This design comes from an exercise in tuning for small area, a short achievable clock period and few clock cycles per item on the open sky130 flow, not from production work.
Only simulation tests tie the RTL to the original design; equivalence was not proved.

==> job 2252 <==
==> flow/design.v <==
package cpack_pkg;
  localparam int CACHE_LINE = 128;           
  localparam int WORD_SIZE  = 64;            
  localparam int WORD_BITS  = 32;            
  localparam int CODE_W     = WORD_BITS + 2;  
  localparam int LEN_W      = 6;             
  localparam int TOTAL_W    = 7;             
  localparam int LINE_LEN_W = 8;             
  typedef enum logic [2:0] {
    ZZZZ = 3'd0,  
    MMMM = 3'd1,  
    ZZZX = 3'd2,  
    MMMX = 3'd3,  
    MMXX = 3'd4,  
    XXXX = 3'd5   
  } cpack_pat_e;
  localparam logic [1:0] PFX_ZZZZ = 2'b00;
  localparam logic [1:0] PFX_XXXX = 2'b01;
  localparam logic [1:0] PFX_MMMM = 2'b10;
  localparam logic [3:0] PFX_MMXX = 4'b1100;
  localparam logic [3:0] PFX_ZZZX = 4'b1101;
  localparam logic [3:0] PFX_MMMX = 4'b1110;
  localparam logic [LEN_W-1:0] LEN_ZZZZ = 6'd2;
  localparam logic [LEN_W-1:0] LEN_XXXX = 6'd34;
  localparam logic [LEN_W-1:0] LEN_MMMM = 6'd3;
  localparam logic [LEN_W-1:0] LEN_MMXX = 6'd21;
  localparam logic [LEN_W-1:0] LEN_ZZZX = 6'd12;
  localparam logic [LEN_W-1:0] LEN_MMMX = 6'd13;
  typedef struct packed {
    cpack_pat_e             pat;
    logic                   idx;   
    logic [WORD_BITS-1:0]   word;
  } word_match_t;
  typedef struct packed {
    word_match_t w0;
    word_match_t w1;
    logic        first;  
    logic        last;   
  } pair_match_t;
  typedef struct packed {
    logic [CODE_W-1:0] bits;
    logic [LEN_W-1:0]  len;
  } word_code_t;
  typedef struct packed {
    logic                   compressed;
    logic [LINE_LEN_W-1:0]  len;
    logic [CACHE_LINE-1:0]  payload;
  } cline_out_t;
endpackage
module cpack_compressor #(
  parameter int CACHE_LINE = cpack_pkg::CACHE_LINE,
  parameter int WORD_SIZE  = cpack_pkg::WORD_SIZE,
  parameter int CREDITS    = 2
) (
  input  logic                   i_clk,
  input  logic                   i_rst_n,
  input  logic                   i_valid,
  input  logic [CACHE_LINE-1:0]  i_line,    
  output logic                   o_ready,
  output logic                   o_valid,
  output logic [136:0]           o_line,    
  input  logic                   i_credit
);
  localparam int CRD_W = $clog2(CREDITS + 1);
  logic [CRD_W-1:0] crd_q;
  logic             accept;
  assign o_ready = (crd_q != '0);
  assign accept  = i_valid & o_ready;
  always_ff @(posedge i_clk) begin
    if (!i_rst_n) begin
      crd_q   <= CRD_W'(CREDITS);
      o_valid <= 1'b0;
    end else begin
      crd_q   <= crd_q + CRD_W'(i_credit) - CRD_W'(accept);
      o_valid <= accept;                  
    end
  end
  localparam int P_ZZZZ = 0, P_MMMM = 1, P_ZZZX = 2, P_MMMX = 3, P_MMXX = 4, P_XXXX = 5;
  logic [3:0][31:0] w;
  logic [3:0][5:0]  pat;
  logic [3:0]       idx;
  logic [3:0][33:0] code;    
  assign w[0] = i_line[127:96];
  assign w[1] = i_line[95:64];
  assign w[2] = i_line[63:32];
  assign w[3] = i_line[31:0];
  for (genvar k = 0; k < 2; k++) begin : g_nodict
    logic zhi, zlo;
    assign zhi = (w[k][31:8] == '0);
    assign zlo = (w[k][7:0] == '0);
    assign pat[k] = {~zhi, 2'b00, zhi & ~zlo, 1'b0, zhi & zlo};
    assign idx[k] = 1'b0;
  end
  for (genvar k = 2; k < 4; k++) begin : g_dict
    logic zhi, zlo;
    logic [1:0] e16, e8a, e8b, full, h24, h16;
    assign zhi = (w[k][31:8] == '0);
    assign zlo = (w[k][7:0] == '0);
    for (genvar d = 0; d < 2; d++) begin : g_d
      assign e16[d]  = (w[k][31:16] == w[d][31:16]);
      assign e8a[d]  = (w[k][15:8]  == w[d][15:8]);
      assign e8b[d]  = (w[k][7:0]   == w[d][7:0]);
      assign h16[d]  = e16[d];
      assign h24[d]  = e16[d] & e8a[d];
      assign full[d] = h24[d] & e8b[d];
    end
    assign pat[k][P_ZZZZ] = zhi & zlo;
    assign pat[k][P_MMMM] = ~(zhi & zlo) & (|full);
    assign pat[k][P_ZZZX] = ~(zhi & zlo) & ~(|full) & zhi;
    assign pat[k][P_MMMX] = ~zhi & ~(|full) & (|h24);
    assign pat[k][P_MMXX] = ~zhi & ~(|h24) & (|h16);
    assign pat[k][P_XXXX] = ~zhi & ~(|h16);
    assign idx[k] = (|full) ? ~full[0] : (|h24) ? ~h24[0] : ~h16[0];
  end
  for (genvar k = 1; k < 4; k++) begin : g_code
    assign code[k] = ({34{pat[k][P_MMMM]}} & {2'b10, idx[k], 31'b0})
                   | ({34{pat[k][P_ZZZX]}} & {4'b1101, w[k][7:0], 22'b0})
                   | ({34{pat[k][P_MMMX]}} & {4'b1110, idx[k], w[k][7:0], 21'b0})
                   | ({34{pat[k][P_MMXX]}} & {4'b1100, idx[k], w[k][15:0], 13'b0})
                   | ({34{pat[k][P_XXXX]}} & {2'b01, w[k]});
  end
  assign code[0] = ({34{pat[0][P_ZZZX]}} & {4'b1101, w[0][7:0], 22'b0})
                 | ({34{pat[0][P_XXXX]}} & {2'b01, w[0]});
  logic [67:0] hi, lo;
  logic [5:0]  len_hi;      
  logic [7:0]  total;
  logic [127:0] packed_bits;
  logic        comp;
  always_comb begin
    hi = {code[0], 34'b0};
    if (pat[0][P_ZZZZ]) hi = hi | ({code[1], 34'b0} >> 2);
    if (pat[0][P_ZZZX]) hi = hi | ({code[1], 34'b0} >> 12);
    if (pat[0][P_XXXX]) hi = hi | ({code[1], 34'b0} >> 34);
  end
  function automatic int LP(input int p);
    case (p)
      0: LP = 2;  1: LP = 3;  2: LP = 12;
      3: LP = 13; 4: LP = 21; default: LP = 34;
    endcase
  endfunction
  function automatic int LA(input int a);
    case (a)
      0: LA = 4;  1: LA = 14; 2: LA = 24;
      3: LA = 36; 4: LA = 46; default: LA = 68;
    endcase
  endfunction
  assign len_hi[0] = pat[0][P_ZZZZ] & pat[1][P_ZZZZ];                                        
  assign len_hi[1] = (pat[0][P_ZZZZ] & pat[1][P_ZZZX]) | (pat[0][P_ZZZX] & pat[1][P_ZZZZ]);  
  assign len_hi[2] = pat[0][P_ZZZX] & pat[1][P_ZZZX];                                        
  assign len_hi[3] = (pat[0][P_ZZZZ] & pat[1][P_XXXX]) | (pat[0][P_XXXX] & pat[1][P_ZZZZ]);  
  assign len_hi[4] = (pat[0][P_ZZZX] & pat[1][P_XXXX]) | (pat[0][P_XXXX] & pat[1][P_ZZZX]);  
  assign len_hi[5] = pat[0][P_XXXX] & pat[1][P_XXXX];                                        
  assign comp = ~(len_hi[5] & pat[2][P_XXXX] & pat[3][P_XXXX]);
  logic [7:0] len_lo;
  always_comb begin
    len_lo = '0;
    for (int p = 0; p < 6; p++)
      for (int q = 0; q < 6; q++)
        if (pat[2][p] & pat[3][q]) len_lo = len_lo | 8'(LP(p) + LP(q));
  end
  logic [67:0] hi_q;
  logic [33:0] code2_q, code3_q;
  logic [5:0]  pat2_q;
  logic [5:0]  sel_q;
  logic        comp_q;
  logic [6:0]  len_lo_q;
  always_ff @(posedge i_clk) begin
    hi_q     <= hi;
    code2_q  <= code[2];
    code3_q  <= code[3];
    pat2_q   <= pat[2];
    sel_q    <= {len_hi[5] & comp, len_hi[4:0]};
    comp_q   <= comp;
    len_lo_q <= len_lo[6:0];
  end
  always_comb begin
    lo = {code2_q, 34'b0};
    if (pat2_q[P_ZZZZ]) lo = lo | ({code3_q, 34'b0} >> 2);
    if (pat2_q[P_MMMM]) lo = lo | ({code3_q, 34'b0} >> 3);
    if (pat2_q[P_ZZZX]) lo = lo | ({code3_q, 34'b0} >> 12);
    if (pat2_q[P_MMMX]) lo = lo | ({code3_q, 34'b0} >> 13);
    if (pat2_q[P_MMXX]) lo = lo | ({code3_q, 34'b0} >> 21);
    if (pat2_q[P_XXXX]) lo = lo | ({code3_q, 34'b0} >> 34);
  end
  logic [7:0] sum;
  always_comb begin
    sum = '0;
    for (int a = 0; a < 6; a++)
      if (sel_q[a]) sum = sum | (8'(len_lo_q) + 8'(LA(a)));
    if (!comp_q) sum = 8'd128;
  end
  assign total = sum;
  always_comb begin
    packed_bits = {hi_q, 60'b0} & {128{comp_q}};
    if (sel_q[0]) packed_bits = packed_bits | ({lo, 60'b0} >> 4);
    if (sel_q[1]) packed_bits = packed_bits | ({lo, 60'b0} >> 14);
    if (sel_q[2]) packed_bits = packed_bits | ({lo, 60'b0} >> 24);
    if (sel_q[3]) packed_bits = packed_bits | ({lo, 60'b0} >> 36);
    if (sel_q[4]) packed_bits = packed_bits | ({lo, 60'b0} >> 46);
    if (sel_q[5]) packed_bits = packed_bits | ({lo, 60'b0} >> 68);
    if (!comp_q)  packed_bits = packed_bits | {hi_q[65:34], hi_q[31:0], code2_q[31:0], code3_q[31:0]};
  end
  assign o_line = {comp_q, total, packed_bits};
endmodule
==> flow/run.sh <==
#!/bin/bash
# synth_recipe.tcl (not shown) runs the flow's synth.tcl, then flattens the netlist and writes it again
# the make line also repeats each setting of config.mk as NAME=value (left out here)
make -C /OpenROAD-flow-scripts/flow DESIGN_CONFIG=/design/flow/config.mk WORK_HOME=/design/flow/orfs CLKGATE_MAP_FILE= SYNTH_SCRIPT=/design/flow/synth_recipe.tcl finish
==> flow/config.mk <==
export PLATFORM = sky130hd
export DESIGN_NAME = cpack_compressor
export DESIGN_NICKNAME = cpack_compressor
export VERILOG_FILES = /design/flow/design.v
export SDC_FILE = /design/flow/constraint.sdc
export NUM_CORES = 4
export LEC_CHECK = 0
export CAP_MARGIN = 20
export CORE_MARGIN = 2
export CORE_UTILIZATION = 40
export PLACE_DENSITY = 0.6
export SETUP_SLACK_MARGIN = 2.5
export SLEW_MARGIN = 20
==> flow/constraint.sdc <==
create_clock -name core_clock -period 6.0 [get_ports {i_clk}]
set_input_delay 1.2000 -clock core_clock [delete_from_list [all_inputs] [get_ports {i_clk}]]
set_output_delay 1.2000 -clock core_clock [all_outputs]
set_load 0.01 [all_outputs]
==> job 9489 (differences from job 2252) <==
--- a/flow/design.v
+++ b/flow/design.v
@@ -64,15 +64,20 @@
   localparam int CRD_W = $clog2(CREDITS + 1);
   logic [CRD_W-1:0] crd_q;
   logic             accept;
+  logic             held_q;    
+  logic             late_q;    
   assign o_ready = (crd_q != '0);
   assign accept  = i_valid & o_ready;
+  assign o_valid = (accept & held_q) | late_q;
   always_ff @(posedge i_clk) begin
     if (!i_rst_n) begin
-      crd_q   <= CRD_W'(CREDITS);
-      o_valid <= 1'b0;
+      crd_q  <= CRD_W'(CREDITS);
+      held_q <= 1'b0;
+      late_q <= 1'b0;
     end else begin
-      crd_q   <= crd_q + CRD_W'(i_credit) - CRD_W'(accept);
-      o_valid <= accept;                  
+      crd_q  <= crd_q + CRD_W'(i_credit) - CRD_W'(accept);
+      held_q <= i_valid & ~accept;
+      late_q <= accept & ~held_q;
     end
   end
   localparam int P_ZZZZ = 0, P_MMMM = 1, P_ZZZX = 2, P_MMMX = 3, P_MMXX = 4, P_XXXX = 5;
@@ -112,25 +117,38 @@
     assign pat[k][P_XXXX] = ~zhi & ~(|h16);
     assign idx[k] = (|full) ? ~full[0] : (|h24) ? ~h24[0] : ~h16[0];
   end
+  logic       comp;
+  logic [5:0] len_hi;       
+  assign len_hi[0] = pat[0][P_ZZZZ] & pat[1][P_ZZZZ];                                        
+  assign len_hi[1] = (pat[0][P_ZZZZ] & pat[1][P_ZZZX]) | (pat[0][P_ZZZX] & pat[1][P_ZZZZ]);  
+  assign len_hi[2] = pat[0][P_ZZZX] & pat[1][P_ZZZX];                                        
+  assign len_hi[3] = (pat[0][P_ZZZZ] & pat[1][P_XXXX]) | (pat[0][P_XXXX] & pat[1][P_ZZZZ]);  
+  assign len_hi[4] = (pat[0][P_ZZZX] & pat[1][P_XXXX]) | (pat[0][P_XXXX] & pat[1][P_ZZZX]);  
+  assign len_hi[5] = pat[0][P_XXXX] & pat[1][P_XXXX];                                        
+  assign comp = ~(len_hi[5] & pat[2][P_XXXX] & pat[3][P_XXXX]);
   for (genvar k = 1; k < 4; k++) begin : g_code
+    logic [33:0] raw;
+    if (k == 2)      assign raw = {w[2][27:0], w[3][31:26]};
+    else if (k == 3) assign raw = {w[3][25:0], 8'b0};
+    else             assign raw = '0;
     assign code[k] = ({34{pat[k][P_MMMM]}} & {2'b10, idx[k], 31'b0})
                    | ({34{pat[k][P_ZZZX]}} & {4'b1101, w[k][7:0], 22'b0})
                    | ({34{pat[k][P_MMMX]}} & {4'b1110, idx[k], w[k][7:0], 21'b0})
                    | ({34{pat[k][P_MMXX]}} & {4'b1100, idx[k], w[k][15:0], 13'b0})
-                   | ({34{pat[k][P_XXXX]}} & {2'b01, w[k]});
+                   | ({34{pat[k][P_XXXX] & comp}} & {2'b01, w[k]})
+                   | ({34{~comp}} & raw);
   end
   assign code[0] = ({34{pat[0][P_ZZZX]}} & {4'b1101, w[0][7:0], 22'b0})
-                 | ({34{pat[0][P_XXXX]}} & {2'b01, w[0]});
+                 | ({34{pat[0][P_XXXX] & comp}} & {2'b01, w[0]});
   logic [67:0] hi, lo;
-  logic [5:0]  len_hi;      
   logic [7:0]  total;
   logic [127:0] packed_bits;
-  logic        comp;
   always_comb begin
     hi = {code[0], 34'b0};
     if (pat[0][P_ZZZZ]) hi = hi | ({code[1], 34'b0} >> 2);
     if (pat[0][P_ZZZX]) hi = hi | ({code[1], 34'b0} >> 12);
-    if (pat[0][P_XXXX]) hi = hi | ({code[1], 34'b0} >> 34);
+    if (pat[0][P_XXXX] & comp) hi = hi | ({code[1], 34'b0} >> 34);
+    if (!comp) hi = hi | {w[0], w[1], w[2][31:28]};
   end
   function automatic int LP(input int p);
     case (p)
@@ -144,13 +162,6 @@
       3: LA = 36; 4: LA = 46; default: LA = 68;
     endcase
   endfunction
-  assign len_hi[0] = pat[0][P_ZZZZ] & pat[1][P_ZZZZ];                                        
-  assign len_hi[1] = (pat[0][P_ZZZZ] & pat[1][P_ZZZX]) | (pat[0][P_ZZZX] & pat[1][P_ZZZZ]);  
-  assign len_hi[2] = pat[0][P_ZZZX] & pat[1][P_ZZZX];                                        
-  assign len_hi[3] = (pat[0][P_ZZZZ] & pat[1][P_XXXX]) | (pat[0][P_XXXX] & pat[1][P_ZZZZ]);  
-  assign len_hi[4] = (pat[0][P_ZZZX] & pat[1][P_XXXX]) | (pat[0][P_XXXX] & pat[1][P_ZZZX]);  
-  assign len_hi[5] = pat[0][P_XXXX] & pat[1][P_XXXX];                                        
-  assign comp = ~(len_hi[5] & pat[2][P_XXXX] & pat[3][P_XXXX]);
   logic [7:0] len_lo;
   always_comb begin
     len_lo = '0;
@@ -169,7 +180,7 @@
     code2_q  <= code[2];
     code3_q  <= code[3];
     pat2_q   <= pat[2];
-    sel_q    <= {len_hi[5] & comp, len_hi[4:0]};
+    sel_q    <= len_hi;
     comp_q   <= comp;
     len_lo_q <= len_lo[6:0];
   end
@@ -191,14 +202,13 @@
   end
   assign total = sum;
   always_comb begin
-    packed_bits = {hi_q, 60'b0} & {128{comp_q}};
+    packed_bits = {hi_q, 60'b0};
     if (sel_q[0]) packed_bits = packed_bits | ({lo, 60'b0} >> 4);
     if (sel_q[1]) packed_bits = packed_bits | ({lo, 60'b0} >> 14);
     if (sel_q[2]) packed_bits = packed_bits | ({lo, 60'b0} >> 24);
     if (sel_q[3]) packed_bits = packed_bits | ({lo, 60'b0} >> 36);
     if (sel_q[4]) packed_bits = packed_bits | ({lo, 60'b0} >> 46);
     if (sel_q[5]) packed_bits = packed_bits | ({lo, 60'b0} >> 68);
-    if (!comp_q)  packed_bits = packed_bits | {hi_q[65:34], hi_q[31:0], code2_q[31:0], code3_q[31:0]};
   end
   assign o_line = {comp_q, total, packed_bits};
 endmodule
==> flow/flow/run.sh (new file) <==
#!/bin/bash
# Standard layout, with the port buffers made from plain buffers (buf_2)
# instead of the delay cells buffer_ports picks by default.
set -euo pipefail
export BUFFER_PORTS_ARGS="-buffer_cell sky130_fd_sc_hd__buf_2"
bash standard.sh > standard.log 2>&1
==> flow/standard.sh (new file) <==
#!/bin/bash
# synth_recipe.tcl (not shown) runs the flow's synth.tcl, then flattens the netlist and writes it again
# the make line also repeats each setting of config.mk as NAME=value (left out here)
make -C /OpenROAD-flow-scripts/flow DESIGN_CONFIG=/design/flow/config.mk WORK_HOME=/design/flow/orfs CLKGATE_MAP_FILE= SYNTH_SCRIPT=/design/flow/synth_recipe.tcl "${@:-finish}"
--- a/flow/config.mk
+++ b/flow/config.mk
@@ -7,7 +7,8 @@
 export LEC_CHECK = 0
 export CAP_MARGIN = 20
 export CORE_MARGIN = 2
-export CORE_UTILIZATION = 40
-export PLACE_DENSITY = 0.6
+export CORE_UTILIZATION = 55
+export CTS_BUF_LIST = sky130_fd_sc_hd__clkbuf_4 sky130_fd_sc_hd__clkbuf_8
+export PLACE_DENSITY = 0.75
 export SETUP_SLACK_MARGIN = 2.5
 export SLEW_MARGIN = 20
removed: flow/run.sh
==> results.cfg <==
[status]
outcome = timing/DRC/antenna clean

[layout]
nFillCells = 2680
multi_input_comb_area_sq_um = 8840

[yosys]
syn_area_per_cell_sq_um = 8.02
synth-compound-area-share = 0.309
synth_top_area_share = 0.263

[routing]
wire_per_inst_um = 33.5
vias = 15800

[clock_network]
clkSinkCount = 159
Source of the figures above: job 2252

==> results.cfg <==
[status]
outcome = timing/DRC/antenna clean

[layout]
nFillCells = 1886
multi_input_comb_area_sq_um = 8370

[critical_path]
cp.depth = 6

[placement]
place_ws_ns = 1.15

[routing]
wire_per_inst_um = 30.6
vias = 15500

[yosys]
synth_top_area_share = 0.263

[sta]
slew_headroom = 0.386

[clock_network]
clkSinkCount = 160
Source of the figures above: job 9489

Testbench counts of job 2252, summed over its fixed seeds: cycles 4,792, lines 2,400.
Testbench counts of job 9489, summed over its fixed seeds: cycles 4,000, lines 2,400.

## re-timing with driven ports
The results above use ideal ports. As a check the final layouts listed here were re-extracted and re-timed, cells and wires unchanged. Step 1 sets driving cells, clkbuf_16 on the clock port and buf_2 on the other inputs (assumed; they add their load-dependent delay and slew). Step 2, shift: input delay + t, output delay - t, t = (earliest + latest rising clock arrival at the registers) / 2. This alone moves slack from input paths to output paths. Slacks: ideal ports / drivers / drivers and shift; pairs: ideal ports / drivers.
run	shift t [ns]	slack for setup (ns)	hold slack, ns	clock arrival spread, ns
job 2252	0.470	2.360 / 2.309 / 2.120	0.510 / 0.510 / 0.510	0.013 / 0.014
job 9489	0.500	2.473 / 2.433 / 2.054	0.534 / 0.534 / 0.534	0.026 / 0.026
After both steps every run listed still meets setup and hold. The setup slack of job 9489, which loses most, moves by -0.040 ns with the drivers and by -0.419 ns with both steps.
